What follows belongs to an exercise in optimizing a design on an open flow for small area, a short achievable clock period and few clock cycles per item; a production flow would make more cautious choices. Function was checked by simulation only, so behaviour that the tests miss may differ from the original. Power and IR drop assume default switching activity.

--- flow/design.v ---
package olte_pkg;
  typedef enum logic [3:0] {
    ActPushFront    = 4'd0,
    ActPushBack     = 4'd1,
    ActPopFront     = 4'd2,
    ActInsertUnique = 4'd3,
    ActRemoveValue  = 4'd4,
    ActExists       = 4'd5,
    ActReadIndex    = 4'd6,
    ActFront        = 4'd7,
    ActBack         = 4'd8,
    ActClear        = 4'd9
  } action_e;
  typedef enum logic [1:0] {
    StOk    = 2'd0,
    StEmpty = 2'd1,
    StRange = 2'd2,
    StFull  = 2'd3
  } status_e;
  typedef struct packed {
    logic [3:0]  action;
    logic [31:0] value;
    logic [5:0]  position;
  } in_item_t;
  typedef struct packed {
    status_e     status;
    logic        found;
    logic [31:0] read_value;
    logic [6:0]  occupancy;
  } out_item_t;
endpackage
module olte_ram #(
  parameter int Width = 32,
  parameter int Depth = 64
) (
  input  logic                   clk_i,
  input  logic [Depth-1:0]       we_i,      
  input  logic [Depth-1:0]       sh_i,      
  input  logic [Width-1:0]       wdata_i,
  input  logic [Width-1:0]       cmp_i,     
  output logic [Depth-1:0]       eq_o,      
  output logic [Depth*Width-1:0] mem_o
);
  logic [Width-1:0] mem_q [Depth];
  for (genvar j = 0; j < Depth; j++) begin : g_slot
    logic hold;
    assign hold = !(sh_i[j] || we_i[j]);
    always_ff @(posedge clk_i) begin
      mem_q[j] <= ({Width{sh_i[j]}} & mem_q[(j + 1) % Depth])
                | ({Width{we_i[j]}} & wdata_i)
                | ({Width{hold}}    & mem_q[j]);
    end
    assign eq_o[j] = (mem_q[j] == cmp_i);
    assign mem_o[j*Width +: Width] = mem_q[j];
  end
endmodule
module ordered_list_table_engine #(
  parameter int DEPTH  = 64,
  parameter int DATA_W = 32
) (
  input  logic                clk_i,
  input  logic                rst_ni,
  input  logic                in_valid_i,
  output logic                in_ready_o,
  input  logic [41:0]         in_item_i,
  output logic                out_valid_o,
  input  logic                out_ready_i,
  output logic [41:0]         out_item_o
);
  localparam int N  = 64;
  localparam int AW = 6;
  localparam int CW = 7;
  olte_pkg::in_item_t in_q;
  assign in_q = in_item_i;
  logic              in_rdy_q;
  logic              s1_v_q, s1_v_d;
  logic              exec_q;             
  logic              pf_q, pb_q, pop_q, ins_q, rm_q, ex_q, ri_q, fr_q, bk_q, clr_q;
  logic [31:0]       s1_val_q;
  logic [5:0]        s1_pos_q;
  logic [N-1:0]      s1_m_q, s1_m_d;     
  logic [N-1:0]      s1_rd_q, s1_rd_d;   
  logic [AW-1:0]     start_q, start_d;
  logic [AW-1:0]     end_q, end_d;       
  logic [CW-1:0]     cnt_q, cnt_d;
  logic [N-1:0]      live_q, live_d;
  logic [N-1:0]      ge_q, ge_d;         
  logic [1:0]        fcnt_q, fcnt_d;
  logic              out_v_q;
  logic [41:0]       out_q, sk_q;
  logic              adv, pop;
  assign adv = in_valid_i && in_rdy_q;
  assign pop = out_v_q && out_ready_i;
  logic [N-1:0]      we, sh, eq0;
  logic [N*32-1:0]   mem;
  olte_ram #(
    .Width (32),
    .Depth (N)
  ) u_ram (
    .clk_i   (clk_i),
    .we_i    (we),
    .sh_i    (sh),
    .wdata_i (s1_val_q),
    .cmp_i   (in_q.value),
    .eq_o    (eq0),
    .mem_o   (mem)
  );
  function automatic logic [N-1:0] pfx_or(input logic [N-1:0] x);
    logic [N-1:0] p;
    p = x;
    for (int k = 1; k < N; k = k * 2) begin
      p = p | (p << k);
    end
    pfx_or = p;
  endfunction
  function automatic logic [N-1:0] dec(input logic [AW-1:0] a);
    logic [N-1:0] o;
    for (int j = 0; j < N; j++) begin
      o[j] = (a == AW'(j));
    end
    dec = o;
  endfunction
  function automatic logic [N-1:0] up1(input logic [N-1:0] x);
    up1 = {x[N-2:0], x[N-1]};
  endfunction
  function automatic logic [N-1:0] dn1(input logic [N-1:0] x);
    dn1 = {x[0], x[N-1:1]};
  endfunction
  logic          empty, full, any, oob;
  logic [N-1:0]  start_oh, end_oh, front_m1_oh, last_oh, ws_oh;
  logic [N-1:0]  m_hi, m_lo, po_hi, po_lo;
  logic          any_hi;
  logic          do_write, grow, shrink, s_dn, s_up;
  logic [1:0]    st;
  logic          fnd;
  logic          rd_ok;
  logic [31:0]   rdata, rv;
  logic [41:0]   res;
  assign empty = (cnt_q == '0);
  assign full  = cnt_q[6];
  assign any   = |s1_m_q;
  assign oob   = ({1'b0, s1_pos_q} >= cnt_q);
  assign start_oh    = dec(start_q);
  assign end_oh      = dec(end_q);
  assign front_m1_oh = dn1(start_oh);
  assign last_oh     = dn1(end_oh);
  assign ws_oh       = pf_q ? front_m1_oh : end_oh;
  assign m_hi   = s1_m_q & ge_q;
  assign m_lo   = s1_m_q & ~ge_q;
  assign any_hi = |m_hi;
  assign po_hi  = pfx_or(m_hi);
  assign po_lo  = pfx_or(m_lo);
  assign do_write = exec_q && !full && (pf_q || pb_q || (ins_q && !any));
  assign we = do_write ? ws_oh : '0;
  assign sh = (exec_q && rm_q) ? ((ge_q & po_hi) | (~ge_q & ({N{any_hi}} | po_lo))) : '0;
  assign grow   = exec_q && !full && (pb_q || (ins_q && !any));
  assign shrink = exec_q && rm_q && any;
  assign s_dn   = exec_q && pf_q && !full;
  assign s_up   = exec_q && pop_q && !empty;
  always_comb begin
    live_d = live_q | we;
    if (s_up)   live_d = live_q & ~start_oh;
    if (shrink) live_d = live_q & ~last_oh;
    if (exec_q && clr_q) live_d = '0;
  end
  always_comb begin
    cnt_d = cnt_q;
    if (s_dn || grow)    cnt_d = cnt_q + CW'(1);
    if (s_up || shrink)  cnt_d = cnt_q - CW'(1);
    if (exec_q && clr_q) cnt_d = '0;
  end
  always_comb begin
    start_d = start_q;
    if (s_dn) start_d = start_q - AW'(1);
    if (s_up) start_d = start_q + AW'(1);
  end
  always_comb begin
    end_d = end_q;
    if (grow)            end_d = end_q + AW'(1);
    if (shrink)          end_d = end_q - AW'(1);
    if (exec_q && clr_q) end_d = start_q;
  end
  always_comb begin
    rdata = '0;
    for (int j = 0; j < N; j++) begin
      rdata = rdata | (mem[j*32 +: 32] & {32{s1_rd_q[j]}});
    end
  end
  always_comb begin
    st    = olte_pkg::StOk;
    fnd   = 1'b0;
    rd_ok = 1'b0;
    if (pf_q || pb_q) begin
      if (full) st = olte_pkg::StFull;
      else      fnd = 1'b1;
    end
    if (pop_q || fr_q || bk_q) begin
      if (empty) st = olte_pkg::StEmpty;
      else begin
        fnd   = 1'b1;
        rd_ok = 1'b1;
      end
    end
    if (ins_q) begin
      if (!any) begin
        if (full) st = olte_pkg::StFull;
        else      fnd = 1'b1;
      end
    end
    if (rm_q || ex_q) begin
      if (empty) st = olte_pkg::StEmpty;
      else       fnd = any;
    end
    if (ri_q) begin
      if (empty)    st = olte_pkg::StEmpty;
      else if (oob) st = olte_pkg::StRange;
      else begin
        fnd   = 1'b1;
        rd_ok = 1'b1;
      end
    end
    if (clr_q) fnd = 1'b1;
  end
  assign rv  = rd_ok ? rdata : '0;
  assign res = {st, fnd, rv, cnt_d};
  logic          eqv;
  logic [N-1:0]  ri_oh, rd_front, rd_back, rd_idx;
  assign eqv = (in_q.value == s1_val_q);
  assign ri_oh = dec(start_q + in_q.position);
  always_comb begin
    for (int j = 0; j < N; j++) begin
      s1_m_d[j] = live_d[j] & (sh[j] ? eq0[(j + 1) % N] : (we[j] ? eqv : eq0[j]));
      ge_d[j]   = (AW'(j) >= start_d);
    end
  end
  always_comb begin
    rd_front = start_oh;
    rd_idx   = ri_oh;
    if (s_dn) begin
      rd_front = front_m1_oh;
      rd_idx   = dn1(ri_oh);
    end
    if (s_up) begin
      rd_front = up1(start_oh);
      rd_idx   = up1(ri_oh);
    end
    rd_back = last_oh;
    if (grow)            rd_back = end_oh;
    if (shrink)          rd_back = dn1(last_oh);
    if (exec_q && clr_q) rd_back = front_m1_oh;
  end
  always_comb begin
    case (in_q.action)
      4'd8:    s1_rd_d = rd_back;
      4'd6:    s1_rd_d = rd_idx;
      default: s1_rd_d = rd_front;
    endcase
  end
  assign s1_v_d = adv || (s1_v_q && !exec_q);
  assign fcnt_d = fcnt_q + {1'b0, exec_q} - {1'b0, pop};
  always_ff @(posedge clk_i or negedge rst_ni) begin
    if (!rst_ni) begin
      in_rdy_q <= 1'b1;
      s1_v_q   <= 1'b0;
      exec_q   <= 1'b0;
      fcnt_q   <= '0;
      out_v_q  <= 1'b0;
      start_q  <= '0;
      end_q    <= '0;
      cnt_q    <= '0;
      live_q   <= '0;
    end else begin
      in_rdy_q <= !s1_v_d || (fcnt_d != 2'd2);
      s1_v_q   <= s1_v_d;
      exec_q   <= s1_v_d && (fcnt_d != 2'd2);
      fcnt_q   <= fcnt_d;
      out_v_q  <= (fcnt_d != 2'd0);
      start_q  <= start_d;
      end_q    <= end_d;
      cnt_q    <= cnt_d;
      live_q   <= live_d;
    end
  end
  always_ff @(posedge clk_i) begin
    ge_q <= ge_d;
    if (adv) begin
      pf_q     <= (in_q.action == 4'd0);
      pb_q     <= (in_q.action == 4'd1);
      pop_q    <= (in_q.action == 4'd2);
      ins_q    <= (in_q.action == 4'd3);
      rm_q     <= (in_q.action == 4'd4);
      ex_q     <= (in_q.action == 4'd5);
      ri_q     <= (in_q.action == 4'd6);
      fr_q     <= (in_q.action == 4'd7);
      bk_q     <= (in_q.action == 4'd8);
      clr_q    <= (in_q.action == 4'd9);
      s1_val_q <= in_q.value;
      s1_pos_q <= in_q.position;
      s1_m_q   <= s1_m_d;
      s1_rd_q  <= s1_rd_d;
    end
    if (exec_q) begin
      sk_q <= res;
    end
    if (!out_v_q || out_ready_i) begin
      out_q <= (fcnt_q == 2'd2) ? sk_q : res;
    end
  end
  assign in_ready_o  = in_rdy_q;
  assign out_valid_o = out_v_q;
  assign out_item_o  = out_q;
endmodule
--- flow/constraint.sdc ---
create_clock -name core_clock -period 8.0 [get_ports {clk_i}]
set_input_delay 1.6000 -clock core_clock [delete_from_list [all_inputs] [get_ports {clk_i}]]
set_output_delay 1.6000 -clock core_clock [all_outputs]
set_load 0.01 [all_outputs]
--- flow/run.sh ---
#!/bin/bash
# synth_recipe.tcl (not shown) runs the flow's synth.tcl, then flattens the netlist and writes it again
# the make line also repeats each setting of config.mk as NAME=value (left out here)
make -C /OpenROAD-flow-scripts/flow DESIGN_CONFIG=/design/flow/config.mk WORK_HOME=/design/flow/orfs CLKGATE_MAP_FILE= SYNTH_SCRIPT=/design/flow/synth_recipe.tcl finish
--- flow/config.mk ---
export PLATFORM = sky130hd
export DESIGN_NAME = ordered_list_table_engine
export DESIGN_NICKNAME = ordered_list_table_engine
export VERILOG_FILES = /design/flow/design.v
export SDC_FILE = /design/flow/constraint.sdc
export NUM_CORES = 4
export LEC_CHECK = 0
export CAP_MARGIN = 20
export CORE_MARGIN = 2
export CORE_UTILIZATION = 25
export SETUP_SLACK_MARGIN = 4
export SLEW_MARGIN = 20
==> flow_summary.toml, run 1 <==
[global_route]
grt_use_total_pct = 70.49
grt_max_degree = 124
grt_pass1_wl_um = 2631000
overflow = 3707
grt_pass1_vias = 208600

[yosys]
synthAdderAreaFrac_pct = 0.2521
ys_ff_latch = 2460
ys_types = 89
synthSimpleGateAreaFrac_pct = 13.52
synthesis.nets = 15430
synth_edf_count = 260
synth_area_per_cell_um2 = 8.919
synthFlopType = "dfxtp_1"
ys_warn_count = 3
synth_mux_area_share_pct = 0.4065
syn-instance-count = 15360
synth_compound_area_share_pct = 29.80
postSynth.asyncResetShare_pct = 3.618
ys_seq_area_share_pct = 38.18
synth_top_family_by_area = "compound AO/OA/AOI/OAI gates"
synth_area_um2 = 137000
synth-xor-area-share_pct = 13.45

[placed_design]
portBuffers = 89
dp_slack_ns = 1.657
dp.cells = 21850
hpwlAfterDp_um = 975900
gp_congestion = 1.635
post_dp_cell_area_um2 = 148300

[clock_tree]
cts_hold_buf = 0
cts-buffers-inserted = 299
root_buffer = "clkbuf_16"
clock-sinks = 2460
clk_path_buf_depth = 4
htreeDepth = 5

[die]
io_pins = 90
rows = 271
die_h_um = 744.2
dieWidth_um = 744.2
initial_core_util_pct = 25.12

[outcome]
lastStage = "5_1_grt"
status = "stopped before the end"
tool.error = "[ERROR GRT-0116] Global routing finished with congestion. Check the congestion regions in the DRC Viewer."
## what timing repair did
action / 4_1_cts
pin swaps: 76
buffers inserted: 128
resized for setup: 306
setup endpoints to repair: 2293
gates cloned: 15
## cell families after synthesis
group	after synthesis
xor+xnor	2104
simple gates	4004
fa+ha+maj	27
compound gates	5140
buf+inv	1569
mux	51
flops	2460
## power by group through the flow
| stage | clock network [mW] | logic (mW) | registers, mW |
|---|---|---|---|
| 2_1_floorplan | 0 | 14.5 | 21.2 |
| 3_3_place_gp | 0 | 28.6 | 31.6 |
| 3_5_place_dp | 0 | 27.9 | 31.6 |
| 4_1_cts | 14.6 | 28.9 | 31.3 |
## synth_stat cells (20+ instances only)
cell | n | area (um^2)
nor4_1 | 306 | 1914
nand4_1 | 566 | 3541
clkbuf_1 | 1267 | 4756
a221oi_1 | 543 | 4756
xor2_1 | 549 | 4808
a221o_1 | 44 | 440.4
a211oi_1 | 42 | 315.3
o211ai_1 | 55 | 412.9
nor3_1 | 83 | 415.4
a31oi_1 | 44 | 275.3
and3_1 | 61 | 381.6
buf_2 | 64 | 320.3
and2_1 | 52 | 325.3
nor2b_1 | 68 | 425.4
a22oi_1 | 945 | 7094
xnor2_1 | 1555 | 13620
o22ai_1 | 61 | 381.6
a22o_1 | 1643 | 14390
buf_1 | 146 | 548.0
nand3b_1 | 20 | 150.1
edfxtp_1 | 260 | 7807
mux2_2 | 37 | 416.7
a21o_1 | 1135 | 8521
a222oi_1 | 39 | 390.4
nand2_1 | 2157 | 8097
nand3_1 | 93 | 465.5
dfrtp_1 | 88 | 2202
nand2b_1 | 83 | 519.3
o211a_1 | 29 | 290.3
o21ai_0 | 146 | 730.7
inv_1 | 83 | 311.6
a21oi_1 | 208 | 1041
o221ai_1 | 31 | 271.5
nor2_1 | 435 | 1633
dfxtp_1 | 2111 | 42260
ha_1 | 26 | 325.3
## routing by layer
layer  overflow  GRT usage (%)
met5         94          50.40
met4        937          58.13
met3        669          64.06
met2       1340          78.60
met1        667          74.19
## how the worst min path moves through the flow
stage | from | to | slack [ns] | cells after the start
CTS | rst_ni | end_q[0]$_DFFE_PN0P_ | 0.47 | 1
detailed placement | u_ram.mem_q[9][13]$_DFF_P_ | u_ram.mem_q[9][13]$_DFF_P_ | 0.48 | 2
global placement | u_ram.mem_q[6][7]$_DFF_P_ | u_ram.mem_q[6][7]$_DFF_P_ | 0.49 | 2
floorplan | u_ram.mem_q[13][7]$_DFF_P_ | u_ram.mem_q[13][7]$_DFF_P_ | 0.46 | 2
Testbench counts, summed over its fixed seeds: cycles 3,216, actions 3,200.
==> run 2, diff against run 1 <==
--- a/flow/design.v
+++ b/flow/design.v
@@ -79,10 +79,12 @@
   logic [31:0]       s1_val_q;
   logic [5:0]        s1_pos_q;
   logic [N-1:0]      s1_m_q, s1_m_d;     
+  logic              any_q, any_d;       
   logic [N-1:0]      s1_rd_q, s1_rd_d;   
   logic [AW-1:0]     start_q, start_d;
   logic [AW-1:0]     end_q, end_d;       
   logic [CW-1:0]     cnt_q, cnt_d;
+  logic              nempty_q;           
   logic [N-1:0]      live_q, live_d;
   logic [N-1:0]      ge_q, ge_d;         
   logic [1:0]        fcnt_q, fcnt_d;
@@ -133,12 +135,11 @@
   logic          do_write, grow, shrink, s_dn, s_up;
   logic [1:0]    st;
   logic          fnd;
-  logic          rd_ok;
   logic [31:0]   rdata, rv;
   logic [41:0]   res;
-  assign empty = (cnt_q == '0);
+  assign empty = !nempty_q;
   assign full  = cnt_q[6];
-  assign any   = |s1_m_q;
+  assign any   = any_q;
   assign oob   = ({1'b0, s1_pos_q} >= cnt_q);
   assign start_oh    = dec(start_q);
   assign end_oh      = dec(end_q);
@@ -189,17 +190,13 @@
   always_comb begin
     st    = olte_pkg::StOk;
     fnd   = 1'b0;
-    rd_ok = 1'b0;
     if (pf_q || pb_q) begin
       if (full) st = olte_pkg::StFull;
       else      fnd = 1'b1;
     end
     if (pop_q || fr_q || bk_q) begin
       if (empty) st = olte_pkg::StEmpty;
-      else begin
-        fnd   = 1'b1;
-        rd_ok = 1'b1;
-      end
+      else fnd = 1'b1;
     end
     if (ins_q) begin
       if (!any) begin
@@ -214,14 +211,11 @@
     if (ri_q) begin
       if (empty)    st = olte_pkg::StEmpty;
       else if (oob) st = olte_pkg::StRange;
-      else begin
-        fnd   = 1'b1;
-        rd_ok = 1'b1;
-      end
+      else fnd = 1'b1;
     end
     if (clr_q) fnd = 1'b1;
   end
-  assign rv  = rd_ok ? rdata : '0;
+  assign rv  = rdata;
   assign res = {st, fnd, rv, cnt_d};
   logic          eqv;
   logic [N-1:0]  ri_oh, rd_front, rd_back, rd_idx;
@@ -249,18 +243,50 @@
     if (shrink)          rd_back = dn1(last_oh);
     if (exec_q && clr_q) rd_back = front_m1_oh;
   end
+  logic rd_en;
+  always_comb begin
+    case (in_q.action)
+      4'd2, 4'd7: rd_en = (cnt_d != '0);
+      4'd8:       rd_en = (cnt_d != '0);
+      4'd6:       rd_en = ({1'b0, in_q.position} < cnt_d);
+      default:    rd_en = 1'b0;
+    endcase
+  end
   always_comb begin
     case (in_q.action)
       4'd8:    s1_rd_d = rd_back;
       4'd6:    s1_rd_d = rd_idx;
       default: s1_rd_d = rd_front;
     endcase
+    if (!rd_en) s1_rd_d = '0;
+  end
+  logic [N-1:0] live_x;
+  logic         base_any, y_multi;
+  logic [N-1:0] t_any, t_multi;
+  assign live_x   = s_up ? (live_q & ~start_oh) : live_q;
+  assign base_any = |(eq0 & live_x);
+  always_comb begin
+    t_any   = s1_m_q;
+    t_multi = '0;
+    for (int w = 1; w < N; w = w * 2) begin
+      for (int j = 0; j < N; j = j + 2 * w) begin
+        t_multi[j] = t_multi[j] | t_multi[j + w] | (t_any[j] & t_any[j + w]);
+        t_any[j]   = t_any[j] | t_any[j + w];
+      end
+    end
+  end
+  assign y_multi = t_multi[0];
+  always_comb begin
+    any_d = base_any;
+    if (do_write) any_d = base_any | eqv;
+    if (shrink)   any_d = eqv ? y_multi : base_any;
+    if (exec_q && clr_q) any_d = 1'b0;
   end
   assign s1_v_d = adv || (s1_v_q && !exec_q);
   assign fcnt_d = fcnt_q + {1'b0, exec_q} - {1'b0, pop};
   always_ff @(posedge clk_i or negedge rst_ni) begin
     if (!rst_ni) begin
-      in_rdy_q <= 1'b1;
+      in_rdy_q <= 1'b0;
       s1_v_q   <= 1'b0;
       exec_q   <= 1'b0;
       fcnt_q   <= '0;
@@ -268,6 +294,7 @@
       start_q  <= '0;
       end_q    <= '0;
       cnt_q    <= '0;
+      nempty_q <= 1'b0;
       live_q   <= '0;
     end else begin
       in_rdy_q <= !s1_v_d || (fcnt_d != 2'd2);
@@ -278,6 +305,7 @@
       start_q  <= start_d;
       end_q    <= end_d;
       cnt_q    <= cnt_d;
+      nempty_q <= (cnt_d != '0);
       live_q   <= live_d;
     end
   end
@@ -297,6 +325,7 @@
       s1_val_q <= in_q.value;
       s1_pos_q <= in_q.position;
       s1_m_q   <= s1_m_d;
+      any_q    <= any_d;
       s1_rd_q  <= s1_rd_d;
     end
     if (exec_q) begin
--- a/flow/config.mk
+++ b/flow/config.mk
@@ -7,6 +7,7 @@
 export LEC_CHECK = 0
 export CAP_MARGIN = 20
 export CORE_MARGIN = 2
-export CORE_UTILIZATION = 25
-export SETUP_SLACK_MARGIN = 4
+export CORE_UTILIZATION = 30
+export PLACE_DENSITY = 0.4
+export SETUP_SLACK_MARGIN = 4.3
 export SLEW_MARGIN = 20
==> run 2 against run 1 <==
The flow again stops in 5_1_grt. Synthesized cell count rose by 0.51%. Synthesized area rose by 1.4%.
==> flow_summary.toml, run 2 <==
[placed_design]
dp_slack_ns = 2.039
gp_congestion = 1.244
dp.cells = 21430
post_dp_cell_area_um2 = 154400
hpwlAfterDp_um = 1323000
portBuffers = 89

[yosys]
synth_area_um2 = 138800
postSynth.asyncResetShare_pct = 3.656
ys_ff_latch = 2462
synth_most_common_cell = "dfxtp_1"
synth_area_leaders = "dfxtp_1 (30%), xnor2_1 (7.1%), a22o_1 (6.8%)"
synth_common_cells = "dfxtp_1 (2111), nand2_1 (1510), clkbuf_1 (1360), xnor2_1 (1128)"
netlist.top_cell.by_area = "dfxtp_1"
synth_area_per_cell_um2 = 8.996
synth.top_cell.area_share_pct = 30.44
synth_edf_count = 261
synthFlopType = "dfxtp_1"
ys_warn_count = 3
ys_seq_area_share_pct = 37.71
synthesis.nets = 15510
syn-instance-count = 15430
ys_types = 96

[clock_tree]
root_buffer = "clkbuf_16"
htreeDepth = 5
cts_hold_buf = 0
clk_path_buf_depth = 4
cts-buffers-inserted = 318
clock-sinks = 2462

[die]
rows = 249
io_pins = 90
initial_core_util_pct = 30.15
dieWidth_um = 684.3
die_h_um = 684.3

[global_route]
overflow = 8
grt_pass1_vias = 169100
grt_max_degree = 108
grt_pass1_wl_um = 2301000
grt_use_total_pct = 77.01

[outcome]
lastStage = "5_1_grt"
status = "stopped before the end"
tool.error = "[ERROR GRT-0116] Global routing finished with congestion. Check the congestion regions in the DRC Viewer."
## run 2: changes by cell type after synthesis, moves of 127 or more
| cell | change |
|---|---|
| xnor2_1 | -427 |
| and2_1 | +501 |
| a22o_1 | -571 |
| a22oi_1 | +127 |
| a221oi_1 | -251 |
| nand2_1 | -647 |
| xor2_1 | +428 |
| a221o_1 | +632 |
| and3_1 | +136 |
| a21o_1 | -289 |
## run 2: what timing repair did
| item | CTS |
|---|---|
| buffers inserted | 399 |
| setup endpoints to repair | 2290 |
| hold endpoints to repair | 0 |
| pin swaps | 287 |
| resized for setup | 1134 |
| gates cloned | 104 |
## run 2: how the worst min path moves through the flow
stage          slack, ns                         from                     endpoint  cells past startpoint
3_5_place_dp        0.44  u_ram.mem_q[43][27]$_DFF_P_  u_ram.mem_q[43][27]$_DFF_P_                      1
4_1_cts             0.46   u_ram.mem_q[7][13]$_DFF_P_   u_ram.mem_q[7][13]$_DFF_P_                      2
2_1_floorplan       0.46   u_ram.mem_q[7][19]$_DFF_P_   u_ram.mem_q[7][19]$_DFF_P_                      2
3_3_place_gp        0.43    u_ram.mem_q[8][2]$_DFF_P_    u_ram.mem_q[8][2]$_DFF_P_                      2
## run 2: kinds of logic after synthesis
group | count (synthesis) | share of synthesized area (%)
compound gates | 5009 | 28.93
xor+xnor | 2105 | 13.28
fa+ha+maj | 32 | 0.2920
buf+inv | 1630 | 4.523
flops | 2462 | 37.71
mux | 63 | 0.4785
simple gates | 4132 | 14.79
## run 2: layer usage
metal  GRT overflow  GRT usage [%]
met1              0          78.54
met2              5          88.17
met3              0          63.99
met4              3          76.33
met5              0          49.55
## run 2: power by group through the flow
stage	Combinational, mW	Clock [mW]	Sequential (mW)
3_5_place_dp	37.0	0	30.3
4_1_cts	41.3	15.7	30.4
2_1_floorplan	14.5	0	21.2
3_3_place_gp	37.0	0	30.4
## run 2: stage by stage
stage	hold slack [ns]	setup TNS, ns	utilization, %
after floorplan	0.4553	0	-
after global placement	0.4310	-2.166	33.41
after detailed placement	0.4420	0	33.53
after CTS	0.4566	0	38.43
Testbench counts of run 2, summed over its fixed seeds: cycles 3,216, actions 3,200.
==> run 3, diff against run 2 <==
--- a/flow/design.v
+++ b/flow/design.v
@@ -42,16 +42,29 @@
   output logic [Depth*Width-1:0] mem_o
 );
   logic [Width-1:0] mem_q [Depth];
+  logic [Width-1:0] cmp_n, wdata_n;
+  assign cmp_n   = ~cmp_i;
+  assign wdata_n = ~wdata_i;
   for (genvar j = 0; j < Depth; j++) begin : g_slot
     logic hold;
     assign hold = !(sh_i[j] || we_i[j]);
-    always_ff @(posedge clk_i) begin
-      mem_q[j] <= ({Width{sh_i[j]}} & mem_q[(j + 1) % Depth])
-                | ({Width{we_i[j]}} & wdata_i)
-                | ({Width{hold}}    & mem_q[j]);
+    if (j % 2 == 0) begin : g_even
+      always_ff @(posedge clk_i) begin
+        mem_q[j] <= ~(({Width{sh_i[j]}} & mem_q[(j + 1) % Depth])
+                    | ({Width{we_i[j]}} & wdata_n)
+                    | ({Width{hold}}    & ~mem_q[j]));
+      end
+      assign eq_o[j] = (mem_q[j] == cmp_i);
+      assign mem_o[j*Width +: Width] = mem_q[j];
+    end else begin : g_odd
+      always_ff @(posedge clk_i) begin
+        mem_q[j] <= ~(({Width{sh_i[j]}} & mem_q[(j + 1) % Depth])
+                    | ({Width{we_i[j]}} & wdata_i)
+                    | ({Width{hold}}    & ~mem_q[j]));
+      end
+      assign eq_o[j] = (mem_q[j] == cmp_n);
+      assign mem_o[j*Width +: Width] = ~mem_q[j];
     end
-    assign eq_o[j] = (mem_q[j] == cmp_i);
-    assign mem_o[j*Width +: Width] = mem_q[j];
   end
 endmodule
 module ordered_list_table_engine #(
--- a/flow/config.mk
+++ b/flow/config.mk
@@ -6,8 +6,13 @@
 export NUM_CORES = 4
 export LEC_CHECK = 0
 export CAP_MARGIN = 20
+export CELL_PAD_IN_SITES_DETAIL_PLACEMENT = 1
+export CELL_PAD_IN_SITES_GLOBAL_PLACEMENT = 2
 export CORE_MARGIN = 2
 export CORE_UTILIZATION = 30
-export PLACE_DENSITY = 0.4
+export CTS_CLUSTER_DIAMETER = 100
+export CTS_CLUSTER_SIZE = 30
+export PLACE_DENSITY = 0.5
 export SETUP_SLACK_MARGIN = 4.3
 export SLEW_MARGIN = 20
+export TNS_END_PERCENT = 5
==> run 3 against run 2 <==
The flow again stops in 5_1_grt. Synthesized cell count is 3.0% higher. Synthesized area down 2.4%.
==> flow_summary.toml, run 3 <==
[global_route]
grt_pass1_vias = 174900
overflow = 11
grt_use_total_pct = 75.69
grt_max_degree = 95
grt_pass1_wl_um = 2235000

[yosys]
synth_edf_count = 261
syn-instance-count = 15900
netlist.top_cell.by_area = "dfxtp_1"
postSynth.asyncResetShare_pct = 3.656
synthFlopType = "dfxtp_1"
synth.top_cell.area_share_pct = 31.19
synth_area_um2 = 135500
synthesis.nets = 15970
synth_most_common_cell = "dfxtp_1"
ys_warn_count = 3
ys_ff_latch = 2462
synth_common_cells = "dfxtp_1 (2111), nor2_1 (2053), nand2_1 (1461), clkbuf_1 (1384), xor2_1 (1177)"
synth_area_per_cell_um2 = 8.524
ys_seq_area_share_pct = 38.63
ys_types = 91
synth_area_leaders = "dfxtp_1 (31%), xor2_1 (7.6%), a221oi_1 (7.5%)"

[die]
initial_core_util_pct = 30.16
dieWidth_um = 676.1
rows = 246
io_pins = 90
die_h_um = 676.1

[outcome]
tool.error = "[ERROR GRT-0116] Global routing finished with congestion. Check the congestion regions in the DRC Viewer."
status = "stopped before the end"
lastStage = "5_1_grt"

[clock_tree]
root_buffer = "clkbuf_16"
cts-buffers-inserted = 157
htreeDepth = 4
clock-sinks = 2462
clk_path_buf_depth = 4
cts_hold_buf = 0

[placed_design]
portBuffers = 89
gp_congestion = 1.371
hpwlAfterDp_um = 1253000
run 3: worst max-delay path by stage:
stage,cells after the start,from,end
after global placement,11,in_item_i[18],any_q$_SDFFCE_PP0P_
after floorplan,8,in_item_i[34],s1_m_q[7]$_DFFE_PP_
after CTS,8,s1_rd_q[11]$_SDFFCE_PN0P_,out_q[34]$_DFFE_PP_
after detailed placement,7,in_item_i[30],s1_m_q[26]$_DFFE_PP_
run 3: cell families after synthesis:
kind of cell	after synthesis	synth area share, %
DFF	2462	38.63
and+or+nand+nor	4971	16.41
muxes	60	0.4561
xor gates and xnor gates	2103	13.59
buffers and inverters	1853	5.147
adders and majority gates	31	0.2899
AOI/OAI and AO/OA	4417	25.48
run 3: stage by stage:
stage / setup slack [ns] / area, um^2 / power (mW) / instances
floorplan: 3.791 / 135500 / 42.65 / 15900
global placement: 1.235 / 148400 / 77.78 / 21460
detailed placement: 1.774 / 148900 / 78.55 / 21490
CTS: 4.023 / 159700 / 90.63 / 21970
run 3: layer usage:
layer | GRT overflow | global-route usage, %
met1 | 0 | 78.22
met2 | 4 | 86.08
met3 | 3 | 64.48
met4 | 4 | 70.84
met5 | 0 | 49.16
run 3: timing repair:
item	in CTS
pin swaps	83
cloned	36
endpoints found under the setup margin	2352
gates resized for setup	592
setup buffers	159
run 3: power groups by stage:
stage / combinational, mW / sequential [mW] / clock [mW]
after CTS: 43.1 / 37.1 / 10.5
after floorplan: 18.6 / 24.0 / 0
after global placement: 40.6 / 37.2 / 0
after detailed placement: 41.2 / 37.4 / 0
Testbench counts of run 3, summed over its fixed seeds: cycles 3,216, actions 3,200.
